Background: an optimization exercise with open tools, aiming at small area, a short achievable clock period and few clock cycles per item. Do not read the settings as production practice.
The RTL was checked by simulation tests, not by an equivalence proof against the original design.

[design.v]
package rhp_pkg;
  localparam int unsigned ChanW = 16;
  localparam int unsigned Steps = 16;   
endpackage
module rhp_front (
  input  logic [15:0] r,
  input  logic [15:0] g,
  input  logic [15:0] b,
  input  logic        ge_rg,   
  input  logic        ge_gb,   
  input  logic        ge_rb,   
  output logic [15:0] vmax,
  output logic [15:0] gap,
  output logic [15:0] mag,
  output logic [1:0]  sect,    
  output logic        neg
);
  logic        red, green, blue;
  logic        med_r, med_g, min_r, min_g;
  logic [15:0] vmed, vmin;
  always_comb begin
    red   = ge_rg && ge_rb;
    green = !ge_rg && ge_gb;
    blue  = !red && !green;
    med_r = ge_rg ^ ge_rb;
    med_g = !ge_rg ^ ge_gb;
    min_r = !ge_rg && !ge_rb;
    min_g = ge_rg && !ge_gb;
    vmax = red ? r : (green ? g : b);
    vmed = med_r ? r : (med_g ? g : b);
    vmin = min_r ? r : (min_g ? g : b);
    gap  = vmax - vmin;
    mag  = vmed - vmin;
    sect = red ? 2'd0 : (green ? 2'd1 : 2'd2);
    neg  = red ? !ge_gb : (green ? ge_rb : !ge_rg);
  end
endmodule
module rhp_ge (
  input  logic [15:0] a,
  input  logic [15:0] b,
  output logic        ge
);
  logic [15:0] g0, p0;
  logic [7:0]  g1, p1;
  logic [3:0]  g2, p2;
  logic [1:0]  g3, p3;
  always_comb begin
    g0 = a & ~b;
    p0 = ~(a ^ b);
    g0[0] = g0[0] | p0[0];
    for (int i = 0; i < 8; i++) begin
      g1[i] = g0[2*i+1] | (p0[2*i+1] & g0[2*i]);
      p1[i] = p0[2*i+1] & p0[2*i];
    end
    for (int i = 0; i < 4; i++) begin
      g2[i] = g1[2*i+1] | (p1[2*i+1] & g1[2*i]);
      p2[i] = p1[2*i+1] & p1[2*i];
    end
    for (int i = 0; i < 2; i++) begin
      g3[i] = g2[2*i+1] | (p2[2*i+1] & g2[2*i]);
      p3[i] = p2[2*i+1] & p2[2*i];
    end
    ge = g3[1] | (p3[1] & g3[0]);
  end
endmodule
module rhp_cell #(
  parameter int unsigned QW = 0,   
  parameter int unsigned QI = (QW == 0) ? 1 : QW   
) (
  input  logic        clk,
  input  logic        rst,
  input  logic        en,
  input  logic        in_v,
  input  logic [15:0] in_hrem,
  input  logic [15:0] in_srem,
  input  logic [15:0] in_gap,
  input  logic [15:0] in_vmax,
  input  logic [1:0]  in_sect,
  input  logic        in_neg,
  input  logic [QI-1:0] in_hq,
  input  logic [QI-1:0] in_sq,
  output logic        out_v,
  output logic [15:0] out_hrem,
  output logic [15:0] out_srem,
  output logic [15:0] out_gap,
  output logic [15:0] out_vmax,
  output logic [1:0]  out_sect,
  output logic        out_neg,
  output logic [QW:0] out_hq,
  output logic [QW:0] out_sq
);
  logic [16:0] h_t, h_d, s_t, s_d;
  logic        h_ge, s_ge;
  logic [QW:0] h_qn, s_qn;
  if (QW == 0) begin : g_first
    assign h_qn = h_ge;
    assign s_qn = s_ge;
  end else begin : g_next
    assign h_qn = {in_hq[QW-1:0], h_ge};
    assign s_qn = {in_sq[QW-1:0], s_ge};
  end
  always_comb begin
    h_t   = {in_hrem, 1'b0};
    s_t   = {in_srem, 1'b0};
  end
  rhp_sub u_hsub (.t(h_t), .d(in_gap),  .diff(h_d[15:0]), .ge(h_ge));
  rhp_sub u_ssub (.t(s_t), .d(in_vmax), .diff(s_d[15:0]), .ge(s_ge));
  assign h_d[16] = 1'b0;
  assign s_d[16] = 1'b0;
  always_ff @(posedge clk) begin
    if (rst) out_v <= 1'b0;
    else if (en) out_v <= in_v;
  end
  logic [15:0] h_next, s_next;
  always_comb begin
    h_next = (h_d[15:0] & {16{en && h_ge}}) | (h_t[15:0] & {16{en && !h_ge}})
           | (out_hrem & {16{!en}});
    s_next = (s_d[15:0] & {16{en && s_ge}}) | (s_t[15:0] & {16{en && !s_ge}})
           | (out_srem & {16{!en}});
  end
  always_ff @(posedge clk) begin
    out_hrem <= h_next;
    out_srem <= s_next;
  end
  always_ff @(posedge clk) begin
    if (en) begin
      out_gap  <= in_gap;
      out_vmax <= in_vmax;
      out_sect <= in_sect;
      out_neg  <= in_neg;
      out_hq   <= h_qn;
      out_sq   <= s_qn;
    end
  end
endmodule
module rhp_sub (
  input  logic [16:0] t,
  input  logic [15:0] d,
  output logic [15:0] diff,
  output logic        ge
);
  logic [16:0] nb, g, p, gp, pp;
  logic [17:0] c;
  assign nb = ~{1'b0, d};
  assign g  = t & nb;
  assign p  = t ^ nb;
  assign gp = {g[16:1], g[0] | p[0]};
  assign pp = {p[16:1], 1'b0};
  assign c[0] = 1'b1;
  logic g0, p0;
  assign g0 = gp[1] | (pp[1] & gp[0]);
  assign p0 = pp[1] & pp[0];
  logic g1, p1;
  assign g1 = gp[3] | (pp[3] & gp[2]);
  assign p1 = pp[3] & pp[2];
  logic g2, p2;
  assign g2 = gp[5] | (pp[5] & gp[4]);
  assign p2 = pp[5] & pp[4];
  logic g3, p3;
  assign g3 = gp[7] | (pp[7] & gp[6]);
  assign p3 = pp[7] & pp[6];
  logic g4, p4;
  assign g4 = gp[9] | (pp[9] & gp[8]);
  assign p4 = pp[9] & pp[8];
  logic g5, p5;
  assign g5 = gp[11] | (pp[11] & gp[10]);
  assign p5 = pp[11] & pp[10];
  logic g6, p6;
  assign g6 = gp[13] | (pp[13] & gp[12]);
  assign p6 = pp[13] & pp[12];
  logic g7, p7;
  assign g7 = gp[15] | (pp[15] & gp[14]);
  assign p7 = pp[15] & pp[14];
  logic g8, p8;
  assign g8 = g1 | (p1 & g0);
  assign p8 = p1 & p0;
  logic g9, p9;
  assign g9 = g3 | (p3 & g2);
  assign p9 = p3 & p2;
  logic g10, p10;
  assign g10 = g5 | (p5 & g4);
  assign p10 = p5 & p4;
  logic g11, p11;
  assign g11 = g7 | (p7 & g6);
  assign p11 = p7 & p6;
  logic g12, p12;
  assign g12 = g9 | (p9 & g8);
  assign p12 = p9 & p8;
  logic g13, p13;
  assign g13 = g11 | (p11 & g10);
  assign p13 = p11 & p10;
  logic g14, p14;
  assign g14 = g13 | (p13 & g12);
  assign p14 = p13 & p12;
  logic g15, p15;
  assign g15 = g10 | (p10 & g12);
  assign p15 = p10 & p12;
  logic g16, p16;
  assign g16 = g2 | (p2 & g8);
  assign p16 = p2 & p8;
  logic g17, p17;
  assign g17 = g4 | (p4 & g12);
  assign p17 = p4 & p12;
  logic g18, p18;
  assign g18 = g6 | (p6 & g15);
  assign p18 = p6 & p15;
  logic g19, p19;
  assign g19 = gp[2] | (pp[2] & g0);
  assign p19 = pp[2] & p0;
  logic g20, p20;
  assign g20 = gp[4] | (pp[4] & g8);
  assign p20 = pp[4] & p8;
  logic g21, p21;
  assign g21 = gp[6] | (pp[6] & g16);
  assign p21 = pp[6] & p16;
  logic g22, p22;
  assign g22 = gp[8] | (pp[8] & g12);
  assign p22 = pp[8] & p12;
  logic g23, p23;
  assign g23 = gp[10] | (pp[10] & g17);
  assign p23 = pp[10] & p17;
  logic g24, p24;
  assign g24 = gp[12] | (pp[12] & g15);
  assign p24 = pp[12] & p15;
  logic g25, p25;
  assign g25 = gp[14] | (pp[14] & g18);
  assign p25 = pp[14] & p18;
  logic g26, p26;
  assign g26 = gp[16] | (pp[16] & g14);
  assign p26 = pp[16] & p14;
  assign c[1] = gp[0];
  assign c[2] = g0;
  assign c[3] = g19;
  assign c[4] = g8;
  assign c[5] = g20;
  assign c[6] = g16;
  assign c[7] = g21;
  assign c[8] = g12;
  assign c[9] = g22;
  assign c[10] = g17;
  assign c[11] = g23;
  assign c[12] = g15;
  assign c[13] = g24;
  assign c[14] = g18;
  assign c[15] = g25;
  assign c[16] = g14;
  assign c[17] = g26;
  logic [16:0] sum;
  assign sum  = p ^ c[16:0];
  assign diff = sum[15:0];
  assign ge   = c[17];
endmodule
module rhp_back (
  input  logic [15:0] hrem,
  input  logic [15:0] srem,
  input  logic [15:0] gap,
  input  logic [15:0] vmax,
  input  logic [1:0]  sect,
  input  logic        neg,
  input  logic [15:0] hq,
  input  logic [15:0] sq,
  output logic [18:0] hue,
  output logic [16:0] sat
);
  logic        h_q0, s_q0, grey, cin, cout;
  logic [16:0] h_x, h_inc, low;
  logic [16:0] s_inc;
  logic [1:0]  top;
  always_comb begin
    h_q0 = {hrem, 1'b0} >= {1'b0, gap};
    s_q0 = {srem, 1'b0} >= {1'b0, vmax};
    grey = (gap == 16'd0);
    h_x          = {1'b0, hq} ^ {17{neg}};
    {cout, h_inc} = {1'b0, h_x} + 18'd1;
    s_inc        = {1'b0, sq} + 17'd1;
    cin = h_q0 ^ neg;
    low = cin ? h_inc : h_x;
    case (sect)
      2'd0:    top = neg ? ((cin && cout) ? 2'd0 : 2'd2) : 2'd0;
      2'd1:    top = neg ? ((cin && cout) ? 2'd1 : 2'd0) : 2'd1;
      default: top = neg ? ((cin && cout) ? 2'd2 : 2'd1) : 2'd2;
    endcase
    hue = {top, low};
    sat = s_q0 ? s_inc : {1'b0, sq};
    if (grey) begin
      hue = '0;
      sat = '0;
    end
  end
endmodule
module rgb_to_hsv_pixel_top (
  input  logic        clk,
  input  logic        rst,
  input  logic        pix_valid,
  output logic        pix_ready,
  input  logic [15:0] pix_red,
  input  logic [15:0] pix_green,
  input  logic [15:0] pix_blue,
  output logic        hsv_valid,
  input  logic        hsv_ready,
  output logic [18:0] hsv_hue,
  output logic [16:0] hsv_saturation,
  output logic [15:0] hsv_brightness
);
  localparam int unsigned N = rhp_pkg::Steps;
  logic        en;
  logic        k_v, o_v, rdy;
  logic        v0;
  logic [15:0] r0, g0, b0;
  logic        ge_rg0, ge_gb0, ge_rb0;
  logic        ge_rg, ge_gb, ge_rb;
  rhp_ge u_ge_rg (.a(pix_red),   .b(pix_green), .ge(ge_rg));
  rhp_ge u_ge_gb (.a(pix_green), .b(pix_blue),  .ge(ge_gb));
  rhp_ge u_ge_rb (.a(pix_red),   .b(pix_blue),  .ge(ge_rb));
  always_ff @(posedge clk) begin
    if (rst) v0 <= 1'b0;
    else if (en) v0 <= pix_valid;
  end
  always_ff @(posedge clk) begin
    if (en) begin
      r0 <= pix_red;
      g0 <= pix_green;
      b0 <= pix_blue;
      ge_rg0 <= ge_rg;
      ge_gb0 <= ge_gb;
      ge_rb0 <= ge_rb;
    end
  end
  logic [15:0] f_vmax, f_gap, f_mag;
  logic [1:0]  f_sect;
  logic        f_neg;
  rhp_front u_front (
    .r(r0), .g(g0), .b(b0), .ge_rg(ge_rg0), .ge_gb(ge_gb0), .ge_rb(ge_rb0),
    .vmax(f_vmax), .gap(f_gap), .mag(f_mag), .sect(f_sect), .neg(f_neg)
  );
  logic        v1;
  logic [15:0] hrem1, srem1, gap1, vmax1;
  logic [1:0]  sect1;
  logic        neg1;
  always_ff @(posedge clk) begin
    if (rst) v1 <= 1'b0;
    else if (en) v1 <= v0;
  end
  always_ff @(posedge clk) begin
    if (en) begin
      hrem1 <= f_mag;
      srem1 <= f_gap;
      gap1  <= f_gap;
      vmax1 <= f_vmax;
      sect1 <= f_sect;
      neg1  <= f_neg;
    end
  end
  logic [N:0]       c_v;
  logic [15:0]      c_hrem [0:N];
  logic [15:0]      c_srem [0:N];
  logic [15:0]      c_gap  [0:N];
  logic [15:0]      c_vmax [0:N];
  logic [1:0]       c_sect [0:N];
  logic [N:0]       c_neg;
  function automatic integer QO(input integer i);
    QO = (i == 0) ? 0 : i * (i - 1) / 2 + 1;
  endfunction
  logic [N*(N+1)/2:0] c_hq;
  logic [N*(N+1)/2:0] c_sq;
  assign c_v[0]    = v1;
  assign c_hrem[0] = hrem1;
  assign c_srem[0] = srem1;
  assign c_gap[0]  = gap1;
  assign c_vmax[0] = vmax1;
  assign c_sect[0] = sect1;
  assign c_neg[0]  = neg1;
  assign c_hq[0] = 1'b0;
  assign c_sq[0] = 1'b0;
  for (genvar i = 0; i < N; i++) begin : g_cell
    rhp_cell #(.QW(i)) u_cell (
      .clk(clk), .rst(rst), .en(en),
      .in_v(c_v[i]), .in_hrem(c_hrem[i]), .in_srem(c_srem[i]), .in_gap(c_gap[i]),
      .in_vmax(c_vmax[i]), .in_sect(c_sect[i]), .in_neg(c_neg[i]),
      .in_hq(c_hq[QO(i) +: ((i == 0) ? 1 : i)]), .in_sq(c_sq[QO(i) +: ((i == 0) ? 1 : i)]),
      .out_v(c_v[i+1]), .out_hrem(c_hrem[i+1]), .out_srem(c_srem[i+1]),
      .out_gap(c_gap[i+1]), .out_vmax(c_vmax[i+1]), .out_sect(c_sect[i+1]),
      .out_neg(c_neg[i+1]),
      .out_hq(c_hq[QO(i+1) +: i+1]), .out_sq(c_sq[QO(i+1) +: i+1])
    );
  end
  logic [18:0] b_hue;
  logic [16:0] b_sat;
  rhp_back u_back (
    .hrem(c_hrem[N]), .srem(c_srem[N]), .gap(c_gap[N]), .vmax(c_vmax[N]),
    .sect(c_sect[N]), .neg(c_neg[N]), .hq(c_hq[QO(N) +: N]), .sq(c_sq[QO(N) +: N]),
    .hue(b_hue), .sat(b_sat)
  );
  logic [18:0] k_hue;
  logic [16:0] k_sat;
  logic [15:0] k_bright;
  logic        push, pop;
  assign en   = !k_v;
  assign push = en && c_v[N];
  assign pop  = o_v && hsv_ready;
  always_ff @(posedge clk) begin
    if (rst) begin
      o_v <= 1'b0;
      k_v <= 1'b0;
      rdy <= 1'b1;
    end else begin
      if (k_v) begin
        o_v <= 1'b1;
        k_v <= !pop;
        rdy <= pop;
      end else begin
        o_v <= push || (o_v && !pop);
        k_v <= push && o_v && !pop;
        rdy <= !(push && o_v && !pop);
      end
    end
  end
  logic        take_k, take_p, keep_o;
  logic [51:0] o_word, o_next;
  assign take_k = k_v && pop;
  assign take_p = !k_v && push && (!o_v || pop);
  assign keep_o = !take_k && !take_p;
  assign o_word = {hsv_hue, hsv_saturation, hsv_brightness};
  assign o_next = ({k_hue, k_sat, k_bright} & {52{take_k}})
                | ({b_hue, b_sat, c_vmax[N]} & {52{take_p}})
                | (o_word & {52{keep_o}});
  always_ff @(posedge clk) begin
    {hsv_hue, hsv_saturation, hsv_brightness} <= o_next;
  end
  always_ff @(posedge clk) begin
    if (!k_v && push && o_v && !pop) begin
      k_hue    <= b_hue;
      k_sat    <= b_sat;
      k_bright <= c_vmax[N];
    end
  end
  assign hsv_valid = o_v;
  assign pix_ready = rdy;
endmodule
[constraint.sdc]
create_clock -name core_clock -period 12.0 [get_ports {clk}]
set_input_delay 2.4000 -clock core_clock [delete_from_list [all_inputs] [get_ports {clk}]]
set_output_delay 2.4000 -clock core_clock [all_outputs]
set_load 0.01 [all_outputs]
[config.mk]
export PLATFORM = sky130hd
export DESIGN_NAME = rgb_to_hsv_pixel_top
export DESIGN_NICKNAME = rgb_to_hsv_pixel_top
export VERILOG_FILES = /design/flow/design.v
export SDC_FILE = /design/flow/constraint.sdc
export NUM_CORES = 4
export LEC_CHECK = 0
export CAP_MARGIN = 20
export CORE_MARGIN = 2
export CORE_UTILIZATION = 60
export CTS_CLUSTER_DIAMETER = 70
export CTS_CLUSTER_SIZE = 25
export SLEW_MARGIN = 20
[flow/run.sh]
#!/bin/bash
# Standard synthesis and layout; the layout's timing repair aims for extra setup slack.
set -euo pipefail
bash standard.sh synth > synth.log 2>&1
bash standard.sh SETUP_SLACK_MARGIN=8.4 finish > layout.log 2>&1
[standard.sh]
#!/bin/bash
# synth_recipe.tcl (not shown) runs the flow's synth.tcl, then flattens the netlist and writes it again
# the make line also repeats each setting of config.mk as NAME=value (left out here)
make -C /OpenROAD-flow-scripts/flow DESIGN_CONFIG=/design/flow/config.mk WORK_HOME=/design/flow/orfs CLKGATE_MAP_FILE= SYNTH_SCRIPT=/design/flow/synth_recipe.tcl "${@:-finish}"
==> impl_metrics.ini <==
[synth]
avgSynthCellArea_um2 = 11.1
ys_warn_count = 30
synth_top_area_cell = edfxtp_1
synth.distinct_cells = 85
synth_nets = 8066
synthFlopType = edfxtp_1
async_flop_share = 0
yosys-top-cells-area = edfxtp_1 37%, dfxtp_1 15%, ha_1 8.8%, fa_1 6.5%, inv_1 3.7%
synth_edf_count = 986
synth_seq_cells = 1571
netlist_area_um2 = 80000
synth_top_area_frac = 0.370
syn_inst = 7196
ys_seq_area_frac = 0.516

[grt]
grt_pass1_wl_um = 260000
grt_pass1_vias = 51600
antenna_found_initial = 2
grt-ovfl-total = 0
grt_usage = 0.232
grt_max_degree = 149

[sta]
fin_crit_sh = 0.305
maxSlewViolCount = 0
setup_violations = 0
rsz0062_at_grt = yes
slew_headroom = 0.309
period_needed_ns = 3.66
fmax_mhz = 273
fin_worst_skew_ns = 0.0250
tightest_slew_ns = 1.04
hold_violations = 0
setup-tns-final_ns = 0

[setup_path]
crit_family = flip-flops
r2r_slack_ns = 8.44
path_cells = buf_6
slowest_stage = dfxtp_4
max_stage_delay_ns = 0.41
arrival_ns = 1.26
r2r_start = ge_rg0
startpoint_type = register
cp_num_buf_inv = 1
r2r.worst_path.cells = 10
worstSetupPathType = reg2out
worst_setup_path_end_kind = output port
required_ns = 9.60
r2r_end = gap1[14]
crit_fanout = 2

[routing]
drt-initial-drc-count = 3116
vias = 51700
drt-vias-per-instance = 5.66
firstDrtPassIters = 5
drt-total-wl_um = 157000
wl_per_cell_um = 17.2
drc = 0
antenna_left = 0

[cts]
clockRootBuffer = clkbuf_16
clkSinkCount = 1571
clkTransAtPathRegs_ns = 0.10
h-tree-depth = 3
clockBufferDepth = 3
cts_buffers = 106
cts_tree = done
hold_buffers = 0
clock_latency_ns = 0.73

[layout]
diodes = 0
fin_util = 0.662
areaGrowthSynthToFinish_pct = 9.91
drive_gt1_frac = 0.0825
fillers = 10300
layout.nets = 8149

[min_path]
hold_path_class = reg2reg
holdPathStages = 0
min_to = g_cell[1].u_cell.out_sq[1]
min_from = g_cell[0].u_cell.out_sq

[floorplanning]
io_pins = 106
die_y_um = 369
rows = 134
die_width_um = 369
core_area_um2 = 133000
die-area_um2 = 136000
start_util = 0.602

[outcome]
outcome = complete, no violations

[flow_run]
drv_cap = 0

[placement]
routabilityCongestion = 0.868
io_buffers = 105
dp_hpwl_um = 115000
-- stage by stage --
stage               instance area (um^2)  setup slack, ns  cells  hold WS (ns)
floorplan                          80200             7.94   7196         0.400
global placement                   82900             7.00   8882         0.400
detailed placement                 82900             6.98   8882         0.405
CTS                                87300             8.27   9099         0.418
global route                       88000             8.24   9139         0.425
finish                             88000             8.34   9139         0.416
-- kinds of logic (layout without fill, tap and decap cells) --
kind of cell | after synthesis | count (layout) | share of synthesized area
buf+inv | 1035 | 1207 | 0.0488
flops | 1571 | 1571 | 0.516
compound gates | 1636 | 1636 | 0.130
fa+ha+maj | 818 | 818 | 0.152
xor+xnor | 268 | 268 | 0.0293
simple gates | 1600 | 1603 | 0.0896
mux | 268 | 268 | 0.0344
-- final cells by class --
class | count | area [um^2] | share of cell area
clock inverters | 82 | 1110 | 0.0126
clock buffers | 118 | 2750 | 0.0312
repair buffers | 211 | 2030 | 0.0231
flip-flops and latches | 1571 | 41400 | 0.471
inverters | 796 | 3030 | 0.0344
multi-input cells | 4593 | 35400 | 0.403
well taps | 1768 | 2210 | 0.0251
-- cells in the final DEF, fill, tap and decap left out, types with 107 or more instances in the layout --
cell type | synthesis | routed
o21ai_1 | 411 | 408
xnor2_1 | 134 | 134
xor2_1 | 134 | 134
inv_1 | 780 | 775
fa_1 | 258 | 256
mux2i_1 | 214 | 213
nand3_1 | 109 | 109
edfxtp_1 | 986 | 986
dfxtp_1 | 585 | 530
o21ai_0 | 184 | 172
a21oi_1 | 299 | 284
nand2_1 | 564 | 561
a21o_1 | 164 | 164
nor3_1 | 234 | 232
clkbuf_16 | 0 | 107
nor2_1 | 423 | 417
ha_1 | 560 | 552
-- worst max path at each step --
stage	from	end	slack, ns	cells past startpoint
after floorplan	hsv_ready	k_bright[0]	7.94	1
after global placement	pix_green[1]	ge_gb0	7.00	10
after detailed placement	pix_green[1]	ge_gb0	6.98	10
after CTS	hsv_hue[18]	hsv_hue[18]	8.27	1
after global routing	ge_gb0	gap1[14]	8.24	16
final	hsv_hue[18]	hsv_hue[18]	8.34	1
-- cells in the mapped netlist, types with 109 or more instances --
library cell and number:
a21o_1 164, a21oi_1 299, clkbuf_1 213, dfxtp_1 585, edfxtp_1 986, fa_1 258, ha_1 560, inv_1 780
mux2i_1 214, nand2_1 564, nand3_1 109, nor2_1 423, nor3_1 234, o21ai_0 184, o21ai_1 411, xnor2_1 134
xor2_1 134
-- registers in the layout, indices dropped and copies added (netlist names), 16 cells and up --
register,count
b0,16
g0,16
g_cell.u_cell.out_gap,256
g_cell.u_cell.out_hq,136
g_cell.u_cell.out_hrem,256
g_cell.u_cell.out_neg,16
g_cell.u_cell.out_sect,32
g_cell.u_cell.out_sq,136
g_cell.u_cell.out_srem,256
g_cell.u_cell.out_v,16
g_cell.u_cell.out_vmax,256
gap1,16
hrem1,16
hsv_brightness,16
hsv_hue,19
hsv_saturation,17
k_bright,16
k_hue,19
k_sat,17
r0,16
vmax1,16
-- timing repair --
item                                    in CTS  in global routing
resized for setup                          435                 87
pin swaps                                   11                 32
endpoints found under the setup margin     287                245
cloned                                       2                  1
setup buffers                               15                 39
-- per-layer routing --
layer | track usage | share of wire
met2 | 0.423 | 0.52
met4 | 0.0817 | 0.033
met1 | 0.285 | 0.42
met5 | 0 | 0
met3 | 0.0222 | 0.030
Testbench counts, summed over its fixed seeds: cycles 12,152, items 12,000.

port drivers added, routing unchanged:
How much do the figures lean on ideal ports? The routed layout below was timed once more, with nothing changed but the port constraints. Step 1 (the two cells are an assumption about what drives the block):
set clk [get_ports {clk}]
set_driving_cell -lib_cell sky130_fd_sc_hd__clkbuf_16 $clk
set_driving_cell -lib_cell sky130_fd_sc_hd__buf_2 [delete_from_list [all_inputs] $clk]
Step 2, shift: input delay + t, output delay - t, t = (earliest + latest rising clock arrival at the registers) / 2. This alone moves slack from input paths to output paths. a / b / c = ideal ports / drivers / drivers and shift; a / b = the first two.
t, ns: 0.795
slack for setup (ns): 8.338 / 8.259 / 7.709
worst hold slack (ns): 0.416 / 0.416 / 0.416
worst data-port slew with drivers (ns): 0.09
After both steps setup and hold are still met in this run. The setup slack of this run moves by -0.079 ns with the drivers and by -0.629 ns with both steps.
